Background: an optimization exercise with open tools, aiming at small area, a short achievable clock period and few clock cycles per item. Do not read the settings as production practice. The RTL of this run was laid out without a check of its function.

## flow/constraint.sdc

```tcl
create_clock -name core_clock -period 6.0 [get_ports {clock}]
set_input_delay 1.2000 -clock core_clock [delete_from_list [all_inputs] [get_ports {clock}]]
set_output_delay 1.2000 -clock core_clock [all_outputs]
set_load 0.01 [all_outputs]
```

## flow/config.mk

```make
export PLATFORM = sky130hd
export DESIGN_NAME = preemptive_priority_scheduler
export DESIGN_NICKNAME = preemptive_priority_scheduler
export VERILOG_FILES = /design/flow/design.v
export SDC_FILE = /design/flow/constraint.sdc
export NUM_CORES = 4
export LEC_CHECK = 0
export CAP_MARGIN = 20
export CORE_MARGIN = 2
export CORE_UTILIZATION = 40
export SLEW_MARGIN = 20
```

## flow/design.v

```verilog
`default_nettype none
module preemptive_priority_scheduler(
   input  wire              clock,
   input  wire              reset,
   input  wire              start,
   output logic             busy,
   input  wire [32:0]       req_data,
   output logic             rsp_valid,
   output logic [105:0]     rsp_data
);
   localparam int N = 16;
   logic        bv_ff;
   logic [32:0] req_ff;
   wire         op      = req_ff[32];
   wire [7:0]   r_id    = req_ff[31:24];
   wire [7:0]   r_pri   = req_ff[23:16];
   wire [15:0]  r_burst = req_ff[15:0];
   logic [N-1:0] valid_ff;
   logic [N-1:0] one_ff;            
   logic [3:0]   rank_ff  [0:N-1];
   logic [7:0]   id_ff    [0:N-1];
   logic [7:0]   pri_ff   [0:N-1];
   logic [31:0]  arr_ff   [0:N-1];
   logic [15:0]  rem_ff   [0:N-1];
   logic [15:0]  bur_ff   [0:N-1];
   logic [31:0]  now_ff;
   logic         dirty_ff;          
   logic         scan_done_ff;
   logic [3:0]   scan_idx_ff;
   logic [N-1:0] abeat_ff;          
   logic [N-1:0] win;
   logic [N-1:0] below_free;        
   logic [N-1:0] free1h;
   always_comb begin
      for (int j = 0; j < N; j++) begin
         win[j] = valid_ff[j] && (rank_ff[j] == 4'd0);
      end
      below_free[0] = 1'b0;
      for (int j = 1; j < N; j++) begin
         below_free[j] = below_free[j-1] | ~valid_ff[j-1];
      end
      free1h = ~valid_ff & ~below_free;
   end
   wire full   = &valid_ff;
   wire zero_b = (r_burst == 16'd0);
   assign busy = bv_ff & ~op & dirty_ff & ~scan_done_ff;
   wire commit = bv_ff & ~busy;
   wire do_adm = commit & ~op & ~zero_b & ~full;
   wire do_tick = commit & op;
   logic [N-1:0] rsel;
   logic [15:0]  rem_w;
   logic [7:0]   id_r;
   logic [31:0]  arr_r;
   logic [15:0]  bur_r;
   always_comb begin
      rsel = win;
      if (busy) begin
         rsel = '0;
         rsel[scan_idx_ff] = 1'b1;
      end
      rem_w = '0;
      id_r  = '0;
      arr_r = '0;
      bur_r = '0;
      for (int j = 0; j < N; j++) begin
         rem_w = rem_w | (rem_ff[j] & {16{win[j]}});
         id_r  = id_r  | (id_ff[j]  & {8{rsel[j]}});
         arr_r = arr_r | (arr_ff[j] & {32{rsel[j]}});
         bur_r = bur_r | (bur_ff[j] & {16{rsel[j]}});
      end
   end
   wire fin = do_tick & |(win & one_ff);
   logic [N-1:0] nb;                
   always_comb begin
      for (int j = 0; j < N; j++) begin
         nb[j] = (r_pri < pri_ff[j]) ||
                 ((r_pri == pri_ff[j]) && dirty_ff && abeat_ff[j]);
      end
   end
   logic [3:0] new_rank;
   always_comb begin
      new_rank = '0;
      for (int j = 0; j < N; j++) begin
         new_rank = new_rank + {3'd0, valid_ff[j] & ~nb[j]};
      end
   end
   wire [3:0] scan_k = scan_idx_ff;
   wire       scan_abeat = (now_ff < arr_r) ||
                           ((now_ff == arr_r) && below_free[scan_k]);
   wire [15:0] rem_dec = rem_w - 16'd1;
   wire [15:0] wd_rem  = op ? rem_dec : r_burst;
   wire        wd_one  = op ? (rem_w == 16'd2) : (r_burst == 16'd1);
   always_ff @(posedge clock) begin
      for (int j = 0; j < N; j++) begin
         if (do_adm && free1h[j]) begin
            id_ff[j]  <= r_id;
            pri_ff[j] <= r_pri;
            arr_ff[j] <= now_ff;
            bur_ff[j] <= r_burst;
         end
         if ((do_adm && free1h[j]) || (do_tick && win[j])) begin
            rem_ff[j] <= wd_rem;
            one_ff[j] <= wd_one;
         end
         if (do_adm) begin
            rank_ff[j] <= free1h[j] ? new_rank : rank_ff[j] + {3'd0, nb[j]};
         end else if (fin) begin
            rank_ff[j] <= rank_ff[j] - 4'd1;
         end
         if (busy && scan_k == 4'(j)) begin
            abeat_ff[j] <= scan_abeat;
         end
      end
   end
   always_ff @(posedge clock) begin
      if (reset) begin
         valid_ff     <= '0;
         now_ff       <= '0;
         dirty_ff     <= 1'b0;
         scan_done_ff <= 1'b0;
         scan_idx_ff  <= '0;
      end else begin
         if (do_adm) begin
            valid_ff <= valid_ff | free1h;
         end else if (fin) begin
            valid_ff <= valid_ff & ~win;
         end
         if (do_tick) begin
            now_ff <= now_ff + 32'd1;
         end
         if (do_tick && (&now_ff) && |valid_ff) begin
            dirty_ff <= 1'b1;
         end else if (~|valid_ff) begin
            dirty_ff <= 1'b0;
         end
         if (busy) begin
            scan_idx_ff <= scan_idx_ff + 4'd1;
            if (scan_idx_ff == 4'(N - 1)) scan_done_ff <= 1'b1;
         end else if (commit) begin
            scan_done_ff <= 1'b0;
         end
      end
   end
   always_ff @(posedge clock) begin
      if (reset) begin
         bv_ff <= 1'b0;
      end else if (!busy) begin
         bv_ff <= start;
      end
      if (!busy) begin
         req_ff <= req_data;
      end
   end
   logic        r1_v, r2_v;
   logic [1:0]  r1_kind;
   logic [7:0]  r1_id;
   logic [31:0] r1_arr;
   logic [15:0] r1_bur;
   logic [105:0] r2_data;
   wire adm_rsp = commit & ~op & (zero_b | full);
   always_ff @(posedge clock) begin
      if (reset) begin
         r1_v <= 1'b0;
         r2_v <= 1'b0;
      end else begin
         r1_v <= adm_rsp | fin;
         r2_v <= r1_v;
      end
      r1_kind <= op ? 2'd0 : (zero_b ? 2'd2 : 2'd1);
      r1_id   <= op ? id_r : r_id;
      r1_arr  <= arr_r;
      r1_bur  <= bur_r;
      if (r1_kind == 2'd0) begin
         r2_data <= {r1_kind, r1_id, now_ff, now_ff - r1_arr,
                     now_ff - r1_arr - {16'd0, r1_bur}};
      end else begin
         r2_data <= {r1_kind, r1_id, 96'd0};
      end
   end
   assign rsp_valid = r2_v;
   assign rsp_data  = r2_data;
endmodule
`default_nettype wire
```

## flow/run.sh

```bash
#!/bin/bash
# synth_recipe.tcl (not shown) runs the flow's synth.tcl, then flattens the netlist and writes it again
# the make line also repeats each setting of config.mk as NAME=value (left out here)
make -C /OpenROAD-flow-scripts/flow DESIGN_CONFIG=/design/flow/config.mk WORK_HOME=/design/flow/orfs CLKGATE_MAP_FILE= SYNTH_SCRIPT=/design/flow/synth_recipe.tcl finish
```

==> flow_summary.json <==
{
  "status": "timing/DRC/antenna clean",
  "io_pins": 144,
  "cp-end-kind": "register",
  "cts_tree": "done",
  "crit_type": "reg2reg",
  "synth.area.top_cells": "edfxtp_1 (63%), dfxtp_1 (6.6%), ha_1 (5.3%)",
  "grt_max_degree": 65,
  "hold_buffers": 0,
  "fp-row-count": 149,
  "hpwl_microns": 121000,
  "period_share_pct": 95.4,
  "grt_usage_pct": 23.1,
  "busiest_layer": "met2",
  "crit_slowest_cell": "fa_2",
  "power.leakage_uw": 0.0275,
  "wl_per_cell_microns": 27.3,
  "rsz0062_at_grt": "no",
  "root_buffer": "clkbuf_16",
  "vdd_ir_drop_max_uv": 306,
  "final_common_cell": "edfxtp_1",
  "tightest_slew_ns": 1.12,
  "cts_max_path_buffers": 3,
  "gr-total-overflow": 0,
  "core-area_sq_um": 165000,
  "use_met3_pct": 4.03,
  "dieArea_sq_um": 170000,
  "grt_pass1_wl_microns": 287000,
  "die_x_microns": 412,
  "dp_cells": 6963,
  "hold_violations": 0,
  "powerDensity_nw_per_um2": 303,
  "crit_chain": "buf_12 > ha_1 > nor2b_1 > o21ai_0 > nand2b_1 > a21oi_1 > o21ai_1 > o31ai_2 > or2_2 > fa_1 > inv_1 > fa_1 > inv_1 > fa_1 > fa_1 > inv_1 > ha_1 > inv_1 > fa_2 > buf_12 > nor2_1 > a211oi_1 > a21oi_1",
  "nFillCells": 14300,
  "antenna_found_initial": 5,
  "critPathLaunchType": "register",
  "finalSetupViolCount": 0,
  "yosys.area.top_type": "edfxtp_1",
  "cts_buffers": 169,
  "crit_path_max_incr_delay_ns": 0.63,
  "place_area_sq_um": 72700,
  "cp_top_family": "adder cells",
  "max_freq_mhz": 175,
  "avgSynthCellArea_sq_um": 14.4,
  "yosys_warnings": 7,
  "finalPower_uw": 23700,
  "maxSlewViolCount": 0,
  "synth-seq-cells": 1630,
  "final_cells": 7277,
  "initial_core_util_pct": 40.4,
  "cts_max_level": 4,
  "clock_skew_ns": 0.0506,
  "ys_async_sr_fraction_pct": 0,
  "drt_first_iter_violations": 5380,
  "syn_nets": 4955,
  "io_buffers": 143,
  "syn2layout_area_growth_pct": 17.5,
  "synth_edf_count": 1409,
  "synth_seq_area_share_pct": 70.1,
  "min_path_type": "reg2reg",
  "clk_latency_ns": 0.83,
  "first_global_vias": 40900,
  "final_cell_mix": "edfxtp_1 (1409), inv_1 (285), ha_1 (284), a22oi_1 (246), dfxtp_1 (221)",
  "drcViolationCount": 0,
  "netlist_area_sq_um": 66700,
  "routed_wl_microns": 199000,
  "place.gp.congestion": 0.864,
  "synth.distinct_cells": 80,
  "slew_headroom_pct": 25.0,
  "met1_usage_pct": 32.8,
  "crit_arrival_ns": 6.24,
  "firstDrtPassIters": 7,
  "fin_area_sq_um": 78300,
  "vias": 42400,
  "synth_flop_cell": "edfxtp_1",
  "synthCells": 4623,
  "drv_cap": 0,
  "synth_top_area_share_pct": 63.5,
  "chipHeight_microns": 412,
  "fin_tns_setup_ns": 0,
  "clkTransAtPathRegs_ns": 0.06,
  "met2_usage_pct": 36.0,
  "crit_buf_inv": 6,
  "drive_gt1_share_pct": 11.5,
  "ant_nets": 0,
  "vias_per_cell": 5.83,
  "numClockSinks": 1630,
  "layout.nets": 5280,
  "min_period_ns": 5.73,
  "worstPathRequired_ns": 6.52,
  "crit_fanout": 32
}
[routing by layer]
metal  part of all wire (%)  wire length [microns]
met5                  0.010                     20
met2                     45                  90100
met1                     42                  83600
met3                    9.6                  19000
met4                    3.0                   5950
[Yosys cell counts (32+ instances only)]
| cell | n |
|---|---|
| a222oi_1 | 34 |
| a21o_1 | 67 |
| o22ai_1 | 33 |
| and3_1 | 36 |
| nor3_1 | 77 |
| a22o_1 | 147 |
| nand4_1 | 105 |
| a22oi_1 | 246 |
| o21ai_0 | 95 |
| xor2_1 | 55 |
| clkbuf_1 | 163 |
| xnor2_1 | 69 |
| edfxtp_1 | 1409 |
| nor2_1 | 234 |
| nand2_1 | 191 |
| nand3_1 | 107 |
| ha_1 | 284 |
| inv_1 | 286 |
| and2_1 | 63 |
| nor2b_1 | 32 |
| buf_1 | 38 |
| a221oi_1 | 127 |
| a21oi_1 | 172 |
| dfxtp_1 | 221 |
[area by class of cell]
type	count	area, sq um	share of cell area [%]
Multi-Input combinational cell	2496	18800	23.9
Inverter	287	1080	1.38
Clock buffer	220	4560	5.83
Antenna cell	1	2.50	0.00320
Tap cell	2189	2740	3.50
Sequential cell	1630	46700	59.7
Timing Repair Buffer	364	3460	4.42
Clock inverter	90	985	1.26
[sequential cells by signal (all words and copies together), names as in the netlist, 32 cells and up]
signal   cells
r1_arr      32
r2_data    106
rem_ff     256
req_ff      33
arr_ff     512
now_ff      32
bur_ff     256
pri_ff     128
rank_ff     64
id_ff      128
[report_power, final]
group | internal, uW | switching [uW]
Combinational | 333 | 467
Sequential | 12400 | 87.8
Clock | 5970 | 4500
Total | 18700 | 5050
[cell families after synthesis]
group                    share of synthesized area (%)
flip-flops                                        70.1
AO/OA/AOI/OAI                                     12.0
AND/OR/NAND/NOR                                   7.49
buffers and inverters                             2.82
adder cells (fa/ha/maj)                           5.69
XOR/XNOR                                          1.63
multiplexers                                     0.283
[per-stage QoR]
step	utilization, %	setup slack, ns	hold WS (ns)
3_3_place_gp	44.0	0.262	0.312
6_report	47.4	0.275	0.321
3_5_place_dp	44.0	0.281	0.312
4_1_cts	47.4	0.237	0.322
5_1_grt	47.4	0.00430	0.330
2_1_floorplan	-	-0.293	0.310
[path summary, 6_finish.rpt]
path / startpoint / end / slack [ns] / depth (start not counted)
setup / recovery: req_ff[17]$_DFFE_PN_ / rank_ff[14][1]$_DFFE_PP_ / 0.27 / 23
hold / removal: r1_id[5]$_DFF_P_ / r2_data[101]$_DFF_P_ / 0.32 / 0
setup reg to reg: req_ff[17]$_DFFE_PN_ / rank_ff[14][1]$_DFFE_PP_ / 0.27 / 23
hold reg to reg: r1_id[5]$_DFF_P_ / r2_data[101]$_DFF_P_ / 0.32 / 0
[repair_timing]
item / 4_1_cts / 5_1_grt
endpoints found under the setup margin: 0 / 17
gates resized for setup: 0 / 9
buffers inserted: 0 / 2

re-timing with driven ports:
How much do the figures lean on ideal ports? The routed layout below was timed once more, with nothing changed but the port constraints.
Step 1, drivers: a clkbuf_16 drives clock and a buf_2 each remaining input, both assumed.
Step 2 also shifts input and output timing later by t, the mid clock arrival at the registers, as if the neighbouring blocks saw the same clock.
Three values: no drivers, after step 1, after step 2; two values: the first two.
shift t [ns]: 0.889
slack for setup (ns): 0.275 / 0.275 / 0.275
latest minus earliest clock arrival (ns): 0.052 / 0.051
worst register clock-pin slew, ns: 0.07 / 0.07
worst slew at a driven data input, ns: 0.06
After both steps setup and hold are still met in this run. For this run, drivers alone change the setup slack by 0.000 ns; drivers and shift together by 0.000 ns.
